From an optimization exercise on the open Yosys and OpenROAD flow, aimed at small area, a short achievable clock period and few clock cycles per item; shortcuts taken in it are not production practice. At most, simulation tests tie the RTL to the original design; equivalence was not proved. Power figures rest on the tool's default switching activity, not on a simulated workload.

==> inputs of v17 <==
// video_pad_crop_filter
module video_pad_crop_filter #(
  parameter int CHUNK_BITS         = 5,
  parameter int HACTIVE_BITS       = 11,
  parameter int VACTIVE_BITS       = 11,
  parameter int BITS_PER_PIXEL     = 16,
  parameter int REQ_FIFO_ADDR_BITS = HACTIVE_BITS - CHUNK_BITS,
  parameter int PIX_FIFO_ADDR_BITS = CHUNK_BITS + 1
) (
  input  logic                                        scalerClock,
  input  logic                                        reset,
  input  logic                                        bypass,
  input  logic [VACTIVE_BITS-1:0]                     padTopRows,
  input  logic [HACTIVE_BITS-CHUNK_BITS-1:0]          padLeftChunks,
  input  logic [VACTIVE_BITS-1:0]                     sourceRows,
  input  logic [HACTIVE_BITS-CHUNK_BITS-1:0]          sourceChunks,
  input  logic [BITS_PER_PIXEL-1:0]                   padColor,
  output logic                                        downstreamRequestFifoReadEnable,
  input  logic                                        downstreamRequestFifoEmpty,
  input  logic [VACTIVE_BITS+HACTIVE_BITS-CHUNK_BITS-1:0] downstreamRequestFifoReadData,
  output logic                                        downstreamResponseFifoWriteEnable,
  input  logic                                        downstreamResponseFifoFull,
  output logic [BITS_PER_PIXEL-1:0]                   downstreamResponseFifoWriteData,
  input  logic                                        upstreamRequestFifoReadEnable,
  output logic                                        upstreamRequestFifoEmpty,
  output logic [VACTIVE_BITS+HACTIVE_BITS-CHUNK_BITS-1:0] upstreamRequestFifoReadData,
  input  logic                                        upstreamResponseFifoWriteEnable,
  output logic                                        upstreamResponseFifoFull,
  input  logic [BITS_PER_PIXEL-1:0]                   upstreamResponseFifoWriteData
);
clock: 5.0 ns
lec_check: 0
cap_margin: 20
core_margin: 2
core_utilization: 40
cts_cluster_diameter: 100
cts_cluster_size: 30
setup_slack_margin: 2.5
slew_margin: 20
run.sh (not shown) runs the stock make flow with config.mk's settings and CLKGATE_MAP_FILE= SYNTH_SCRIPT=/design/flow/synth_recipe.tcl, a recipe that flattens the netlist after the stock synthesis.
==> v37: changes against v17 <==
--- a/flow/design.v
+++ b/flow/design.v
@@ -21,97 +21,102 @@
   parameter int ADDR_BITS = 6
 ) (
   input  logic             clk,
   input  logic             rst,
   input  logic             rst_now_i,
   input  logic             wr_en_i,
   input  logic [WIDTH-1:0] wr_data_i,
+  input  logic             commit_i,
   input  logic             pend_i,
   input  logic             rd_en_i,
   output logic [WIDTH-1:0] head_o,
   output logic             empty_o,
   output logic             full_o
 );
   localparam int KB = ADDR_BITS - 1;
   localparam int D  = 2**KB;
   localparam int CB = ADDR_BITS + 1;
   localparam int AB = 2;                 
   localparam int BB = KB - AB;
   logic [WIDTH-1:0]     mem_q [2][D];
   logic [WIDTH-1:0]     pre_q [2];
-  logic [2**AB-1:0]     ra_q  [2];
-  logic [2**BB-1:0]     rb_q  [2];
-  logic [D-1:0]         hot   [2];
+  logic [D-1:0]         hot_q [2];       
   logic                 wr_lo_q;         
   logic [2**AB-1:0]     wa_q;
   logic [2**BB-1:0]     wb_q;
   logic                 rd_lo_q;         
   logic [CB-1:0]        cnt_q, rcnt_q, cnt_nx, rcnt_nx;
-  logic                 wr_d1_q, rd_d1_q, empty_q, full_q;
+  logic                 cm_d1_q, rd_d1_q, empty_q, full_q;
   assign head_o  = pre_q[rd_lo_q];
   assign empty_o = empty_q;
   assign full_o  = full_q;
-  assign cnt_nx  = cnt_q + CB'(wr_en_i) - CB'(rd_d1_q);
-  assign rcnt_nx = rcnt_q + CB'(wr_d1_q) - CB'(rd_d1_q);
+  assign cnt_nx  = cnt_q + CB'(cm_d1_q) - CB'(rd_d1_q);
+  assign rcnt_nx = rcnt_q + CB'(cm_d1_q) - CB'(rd_d1_q);
+  logic [3:0] c_is;
+  logic [1:0] r_is;
+  always_comb begin
+    logic up, dn;
+    up = cm_d1_q && !rd_d1_q;
+    dn = rd_d1_q && !cm_d1_q;
+    for (int i = 0; i < 4; i++)
+      c_is[i] = up ? cnt_q == CB'(2**ADDR_BITS-3+i) :
+                dn ? cnt_q == CB'(2**ADDR_BITS-1+i) : cnt_q == CB'(2**ADDR_BITS-2+i);
+    r_is[0] = up ? 1'b0 : dn ? rcnt_q == CB'(1) : rcnt_q == CB'(0);
+    r_is[1] = up ? rcnt_q == CB'(0) : dn ? rcnt_q == CB'(2) : rcnt_q == CB'(1);
+  end
   always_ff @(posedge clk)
     for (int l = 0; l < 2; l++)
       for (int b = 0; b < 2**BB; b++)
         for (int a = 0; a < 2**AB; a++)
           if (wr_en_i && wr_lo_q == l[0] && wb_q[b] && wa_q[a]) mem_q[l][b*2**AB+a] <= wr_data_i;
-  always_comb
-    for (int l = 0; l < 2; l++)
-      for (int j = 0; j < D; j++) hot[l][j] = rb_q[l][j / 2**AB] && ra_q[l][j % 2**AB];
   always_ff @(posedge clk)
     for (int l = 0; l < 2; l++) begin
       logic [WIDTH-1:0] v;
       v = '0;
-      for (int j = 0; j < D; j++) v = v | (mem_q[l][j] & {WIDTH{hot[l][j]}});
+      for (int j = 0; j < D; j++) v = v | (mem_q[l][j] & {WIDTH{hot_q[l][j]}});
       pre_q[l] <= v;
     end
   always_ff @(posedge clk)
     if (rst || rst_now_i) begin
       empty_q <= 1'b1;
       full_q  <= 1'b0;
     end else begin
-      case ({pend_i, rd_en_i})
-        2'b10:   full_q <= cnt_nx == CB'(2**ADDR_BITS-1);
-        2'b01:   full_q <= cnt_nx == CB'(2**ADDR_BITS+1);
-        default: full_q <= cnt_nx == CB'(2**ADDR_BITS);
+      case ({commit_i, pend_i, rd_en_i})
+        3'b110:                 full_q <= c_is[0];
+        3'b100, 3'b010, 3'b111: full_q <= c_is[1];
+        3'b001:                 full_q <= c_is[3];
+        default:                full_q <= c_is[2];
       endcase
-      empty_q <= rd_en_i ? rcnt_nx == CB'(1) : rcnt_nx == CB'(0);
+      empty_q <= rd_en_i ? r_is[1] : r_is[0];
     end
   always_ff @(posedge clk)
     if (rst) begin
       wr_lo_q  <= 1'b0;
       wa_q     <= (2**AB)'(1);
       wb_q     <= (2**BB)'(1);
       rd_lo_q  <= 1'b0;
-      for (int l = 0; l < 2; l++) begin
-        ra_q[l] <= (2**AB)'(1);
-        rb_q[l] <= (2**BB)'(1);
-      end
+      hot_q[0] <= D'(1);
+      hot_q[1] <= D'(1);
       cnt_q    <= '0;
       rcnt_q   <= '0;
-      wr_d1_q  <= 1'b0;
+      cm_d1_q  <= 1'b0;
       rd_d1_q  <= 1'b0;
     end else begin
-      wr_d1_q <= wr_en_i;
+      cm_d1_q <= commit_i;
       rd_d1_q <= rd_en_i;
-      if (wr_en_i) begin
+      if (commit_i) begin
         wr_lo_q <= !wr_lo_q;
         if (wr_lo_q) begin
           wa_q <= {wa_q[2**AB-2:0], wa_q[2**AB-1]};
           if (wa_q[2**AB-1]) wb_q <= {wb_q[2**BB-2:0], wb_q[2**BB-1]};
         end
       end
       if (rd_en_i) begin
         rd_lo_q          <= !rd_lo_q;
-        ra_q[rd_lo_q] <= {ra_q[rd_lo_q][2**AB-2:0], ra_q[rd_lo_q][2**AB-1]};
-        if (ra_q[rd_lo_q][2**AB-1])
-          rb_q[rd_lo_q] <= {rb_q[rd_lo_q][2**BB-2:0], rb_q[rd_lo_q][2**BB-1]};
+        hot_q[rd_lo_q] <= {hot_q[rd_lo_q][D-2:0], hot_q[rd_lo_q][D-1]};
       end
       cnt_q  <= cnt_nx;
       rcnt_q <= rcnt_nx;
     end
 endmodule
 module video_pad_crop_filter #(
   parameter int CHUNK_BITS         = 5,
@@ -191,15 +196,15 @@
   logic          u_pop, u_empty;
   logic [RB-1:0] u_head, u_rd_q;
   assign u_pop = upstreamRequestFifoReadEnable && !u_empty;
   assign upstreamRequestFifoEmpty    = u_empty;
   assign upstreamRequestFifoReadData = u_rd_q;
   SyncFifo #(.WIDTH(RB), .ADDR_BITS(QA)) u_up_req (
     .clk(scalerClock), .rst(rst_q), .rst_now_i(reset),
-    .wr_en_i(up_push), .wr_data_i(xl_q), .pend_i(1'b0),
+    .wr_en_i(cmp_q), .wr_data_i(xl_q), .commit_i(up_push), .pend_i(1'b0),
     .rd_en_i(u_pop), .head_o(u_head),
     .empty_o(u_empty), .full_o(u_full)
   );
   always_ff @(posedge scalerClock) u_rd_q <= u_head;
   logic [QN-1:0] fmem;
   logic [QA-1:0] f_wp, f_rp;
   logic [QA:0]   f_cnt, f_inc, f_dec;
@@ -251,15 +256,15 @@
   always_ff @(posedge scalerClock) begin
     if (rst_q) pin_v_q <= 1'b0;
     else       pin_v_q <= p_acc;
     pin_d_q <= upstreamResponseFifoWriteData;
   end
   SyncFifo #(.WIDTH(BPP), .ADDR_BITS(PIX_FIFO_ADDR_BITS)) u_pix (
     .clk(scalerClock), .rst(rst_q), .rst_now_i(reset),
-    .wr_en_i(pin_v_q), .wr_data_i(pin_d_q), .pend_i(p_acc),
+    .wr_en_i(pin_v_q), .wr_data_i(pin_d_q), .commit_i(pin_v_q), .pend_i(p_acc),
     .rd_en_i(p_pop), .head_o(p_head),
     .empty_o(p_empty), .full_o(p_full)
   );
   logic                  cur_v, cur_pad, i31_q, adv, issue, nxt;
   logic [CHUNK_BITS-1:0] idx;
   logic                  ov_q, dsf_q;
   logic [BPP-1:0]        wd_q;
- CORE_UTILIZATION: 40 -> 60
- CTS_CLUSTER_SIZE: 30 -> 26
- PLACE_DENSITY: unset -> 0.72
==> v39: changes against v17 <==
--- a/flow/design.v
+++ b/flow/design.v
@@ -21,97 +21,102 @@
   parameter int ADDR_BITS = 6
 ) (
   input  logic             clk,
   input  logic             rst,
   input  logic             rst_now_i,
   input  logic             wr_en_i,
   input  logic [WIDTH-1:0] wr_data_i,
+  input  logic             commit_i,
   input  logic             pend_i,
   input  logic             rd_en_i,
   output logic [WIDTH-1:0] head_o,
   output logic             empty_o,
   output logic             full_o
 );
   localparam int KB = ADDR_BITS - 1;
   localparam int D  = 2**KB;
   localparam int CB = ADDR_BITS + 1;
   localparam int AB = 2;                 
   localparam int BB = KB - AB;
   logic [WIDTH-1:0]     mem_q [2][D];
   logic [WIDTH-1:0]     pre_q [2];
-  logic [2**AB-1:0]     ra_q  [2];
-  logic [2**BB-1:0]     rb_q  [2];
-  logic [D-1:0]         hot   [2];
+  logic [D-1:0]         hot_q [2];       
   logic                 wr_lo_q;         
   logic [2**AB-1:0]     wa_q;
   logic [2**BB-1:0]     wb_q;
   logic                 rd_lo_q;         
   logic [CB-1:0]        cnt_q, rcnt_q, cnt_nx, rcnt_nx;
-  logic                 wr_d1_q, rd_d1_q, empty_q, full_q;
+  logic                 cm_d1_q, rd_d1_q, empty_q, full_q;
   assign head_o  = pre_q[rd_lo_q];
   assign empty_o = empty_q;
   assign full_o  = full_q;
-  assign cnt_nx  = cnt_q + CB'(wr_en_i) - CB'(rd_d1_q);
-  assign rcnt_nx = rcnt_q + CB'(wr_d1_q) - CB'(rd_d1_q);
+  assign cnt_nx  = cnt_q + CB'(cm_d1_q) - CB'(rd_d1_q);
+  assign rcnt_nx = rcnt_q + CB'(cm_d1_q) - CB'(rd_d1_q);
+  logic [3:0] c_is;
+  logic [1:0] r_is;
+  always_comb begin
+    logic up, dn;
+    up = cm_d1_q && !rd_d1_q;
+    dn = rd_d1_q && !cm_d1_q;
+    for (int i = 0; i < 4; i++)
+      c_is[i] = up ? cnt_q == CB'(2**ADDR_BITS-3+i) :
+                dn ? cnt_q == CB'(2**ADDR_BITS-1+i) : cnt_q == CB'(2**ADDR_BITS-2+i);
+    r_is[0] = up ? 1'b0 : dn ? rcnt_q == CB'(1) : rcnt_q == CB'(0);
+    r_is[1] = up ? rcnt_q == CB'(0) : dn ? rcnt_q == CB'(2) : rcnt_q == CB'(1);
+  end
   always_ff @(posedge clk)
     for (int l = 0; l < 2; l++)
       for (int b = 0; b < 2**BB; b++)
         for (int a = 0; a < 2**AB; a++)
           if (wr_en_i && wr_lo_q == l[0] && wb_q[b] && wa_q[a]) mem_q[l][b*2**AB+a] <= wr_data_i;
-  always_comb
-    for (int l = 0; l < 2; l++)
-      for (int j = 0; j < D; j++) hot[l][j] = rb_q[l][j / 2**AB] && ra_q[l][j % 2**AB];
   always_ff @(posedge clk)
     for (int l = 0; l < 2; l++) begin
       logic [WIDTH-1:0] v;
       v = '0;
-      for (int j = 0; j < D; j++) v = v | (mem_q[l][j] & {WIDTH{hot[l][j]}});
+      for (int j = 0; j < D; j++) v = v | (mem_q[l][j] & {WIDTH{hot_q[l][j]}});
       pre_q[l] <= v;
     end
   always_ff @(posedge clk)
     if (rst || rst_now_i) begin
       empty_q <= 1'b1;
       full_q  <= 1'b0;
     end else begin
-      case ({pend_i, rd_en_i})
-        2'b10:   full_q <= cnt_nx == CB'(2**ADDR_BITS-1);
-        2'b01:   full_q <= cnt_nx == CB'(2**ADDR_BITS+1);
-        default: full_q <= cnt_nx == CB'(2**ADDR_BITS);
+      case ({commit_i, pend_i, rd_en_i})
+        3'b110:                 full_q <= c_is[0];
+        3'b100, 3'b010, 3'b111: full_q <= c_is[1];
+        3'b001:                 full_q <= c_is[3];
+        default:                full_q <= c_is[2];
       endcase
-      empty_q <= rd_en_i ? rcnt_nx == CB'(1) : rcnt_nx == CB'(0);
+      empty_q <= rd_en_i ? r_is[1] : r_is[0];
     end
   always_ff @(posedge clk)
     if (rst) begin
       wr_lo_q  <= 1'b0;
       wa_q     <= (2**AB)'(1);
       wb_q     <= (2**BB)'(1);
       rd_lo_q  <= 1'b0;
-      for (int l = 0; l < 2; l++) begin
-        ra_q[l] <= (2**AB)'(1);
-        rb_q[l] <= (2**BB)'(1);
-      end
+      hot_q[0] <= D'(1);
+      hot_q[1] <= D'(1);
       cnt_q    <= '0;
       rcnt_q   <= '0;
-      wr_d1_q  <= 1'b0;
+      cm_d1_q  <= 1'b0;
       rd_d1_q  <= 1'b0;
     end else begin
-      wr_d1_q <= wr_en_i;
+      cm_d1_q <= commit_i;
       rd_d1_q <= rd_en_i;
-      if (wr_en_i) begin
+      if (commit_i) begin
         wr_lo_q <= !wr_lo_q;
         if (wr_lo_q) begin
           wa_q <= {wa_q[2**AB-2:0], wa_q[2**AB-1]};
           if (wa_q[2**AB-1]) wb_q <= {wb_q[2**BB-2:0], wb_q[2**BB-1]};
         end
       end
       if (rd_en_i) begin
         rd_lo_q          <= !rd_lo_q;
-        ra_q[rd_lo_q] <= {ra_q[rd_lo_q][2**AB-2:0], ra_q[rd_lo_q][2**AB-1]};
-        if (ra_q[rd_lo_q][2**AB-1])
-          rb_q[rd_lo_q] <= {rb_q[rd_lo_q][2**BB-2:0], rb_q[rd_lo_q][2**BB-1]};
+        hot_q[rd_lo_q] <= {hot_q[rd_lo_q][D-2:0], hot_q[rd_lo_q][D-1]};
       end
       cnt_q  <= cnt_nx;
       rcnt_q <= rcnt_nx;
     end
 endmodule
 module video_pad_crop_filter #(
   parameter int CHUNK_BITS         = 5,
@@ -191,15 +196,15 @@
   logic          u_pop, u_empty;
   logic [RB-1:0] u_head, u_rd_q;
   assign u_pop = upstreamRequestFifoReadEnable && !u_empty;
   assign upstreamRequestFifoEmpty    = u_empty;
   assign upstreamRequestFifoReadData = u_rd_q;
   SyncFifo #(.WIDTH(RB), .ADDR_BITS(QA)) u_up_req (
     .clk(scalerClock), .rst(rst_q), .rst_now_i(reset),
-    .wr_en_i(up_push), .wr_data_i(xl_q), .pend_i(1'b0),
+    .wr_en_i(cmp_q), .wr_data_i(xl_q), .commit_i(up_push), .pend_i(1'b0),
     .rd_en_i(u_pop), .head_o(u_head),
     .empty_o(u_empty), .full_o(u_full)
   );
   always_ff @(posedge scalerClock) u_rd_q <= u_head;
   logic [QN-1:0] fmem;
   logic [QA-1:0] f_wp, f_rp;
   logic [QA:0]   f_cnt, f_inc, f_dec;
@@ -251,15 +256,15 @@
   always_ff @(posedge scalerClock) begin
     if (rst_q) pin_v_q <= 1'b0;
     else       pin_v_q <= p_acc;
     pin_d_q <= upstreamResponseFifoWriteData;
   end
   SyncFifo #(.WIDTH(BPP), .ADDR_BITS(PIX_FIFO_ADDR_BITS)) u_pix (
     .clk(scalerClock), .rst(rst_q), .rst_now_i(reset),
-    .wr_en_i(pin_v_q), .wr_data_i(pin_d_q), .pend_i(p_acc),
+    .wr_en_i(pin_v_q), .wr_data_i(pin_d_q), .commit_i(pin_v_q), .pend_i(p_acc),
     .rd_en_i(p_pop), .head_o(p_head),
     .empty_o(p_empty), .full_o(p_full)
   );
   logic                  cur_v, cur_pad, i31_q, adv, issue, nxt;
   logic [CHUNK_BITS-1:0] idx;
   logic                  ov_q, dsf_q;
   logic [BPP-1:0]        wd_q;
- CORE_UTILIZATION: 40 -> 50
- CTS_CLUSTER_SIZE: 30 -> 26
- PLACE_DENSITY: unset -> 0.65
==> summary of the runs <==
Of v37 and v39, v37 has the higher via count (gap 2.4%, measured against v39).
Clock power is about the same in v39 and v37.
Of v17 and v39, v17 has the higher die area (gap 23%, measured against v39).
The highest critical path depth belongs to v17, the lowest to v39.
The highest first-iteration DRC count belongs to v37, the lowest to v39.
Synthesized area: v39 is larger than v17 (about 1.5%).
Between v17 and v37, the lower total power is in v17 (gap 2.7%, measured against v37).
==> figures <==
|  | v37 | v17 | v39 |
|---|---|---|---|
| Part of the power in combinational logic | 6.0% | 6.6% | 6.0% |
| Number of antenna violations at the first check in global routing | 19 | 15 | 9 |
| Worst-case headroom to the max-slew limit | 18.2% | 20.6% | 18.6% |
| Highest layer used for signal routing | met5 | met5 | met4 |
| Clock skew after layout | 32.9 ps | 55.2 ps | 48.2 ps |
| Maximum fanout count along the critical path | 2 | 26 | 1 |
| Run status | finished clean | finished clean | finished clean |
| Final weighted congestion of routability-driven global placement | 0.892 | 0.846 | 0.867 |
| Power consumed by combinational cells | 2190 uW | 2340 uW | 2180 uW |
| Layout net count | 5914 | 5963 | 5917 |
| Worst endpoint required time | 4000 ps | 5630 ps | 4000 ps |
| Count of mapped cells out of synthesis | 5522 | 5635 | 5522 |
| Final worst slack | 2420 ps | 2350 ps | 2420 ps |
| DIE AREA | 0.160 mm2 | 0.236 mm2 | 0.192 mm2 |
| First-pass detailed-route iteration total | 8 | 10 | 8 |
| Die span in y | 400 um | 486 um | 438 um |
Testbench counts of v37, summed over its fixed seeds: cycles 37,036, pixels 36,864.
Testbench counts of v39, summed over its fixed seeds: cycles 37,036, pixels 36,864.
The RTL of v17 was laid out without a check of its function.

port drivers added, routing unchanged:
No port has a modelled driver above. Below, the same layouts with a new extraction and two added sets of constraints. Step 1 sets driving cells, clkbuf_16 on the clock port and buf_2 on the other inputs (assumed; they add their load-dependent delay and slew). Step 2 adds t to the input delays and takes it off the output delays; t is the mean of the earliest and latest rising clock arrival at the registers after step 1. Input paths then give back, and output paths get back, about the clock's delay inside the block. a / b / c = no drivers / after step 1 / after step 2; a / b = the first two.
| run | shift t [ns] | setup slack, ns | hold slack, ns | worst slew at a driven data input, ns | cell pins on the clock port's net |
|---|---|---|---|---|---|
| v17 | 0.879 | 2.353 / 2.353 / 1.819 | 0.428 / 0.394 / 0.428 | 0.15 | 1 |
| v37 | 0.863 | 2.416 / 2.330 / 1.726 | 0.431 / 0.367 / 0.452 | 0.10 | 1 |
| v39 | 0.881 | 2.415 / 2.331 / 1.726 | 0.364 / 0.305 / 0.415 | 0.20 | 1 |
After both steps setup and hold are still met in every run listed. For v37, which loses most, drivers alone change the setup slack by -0.086 ns; drivers and shift together by -0.690 ns.
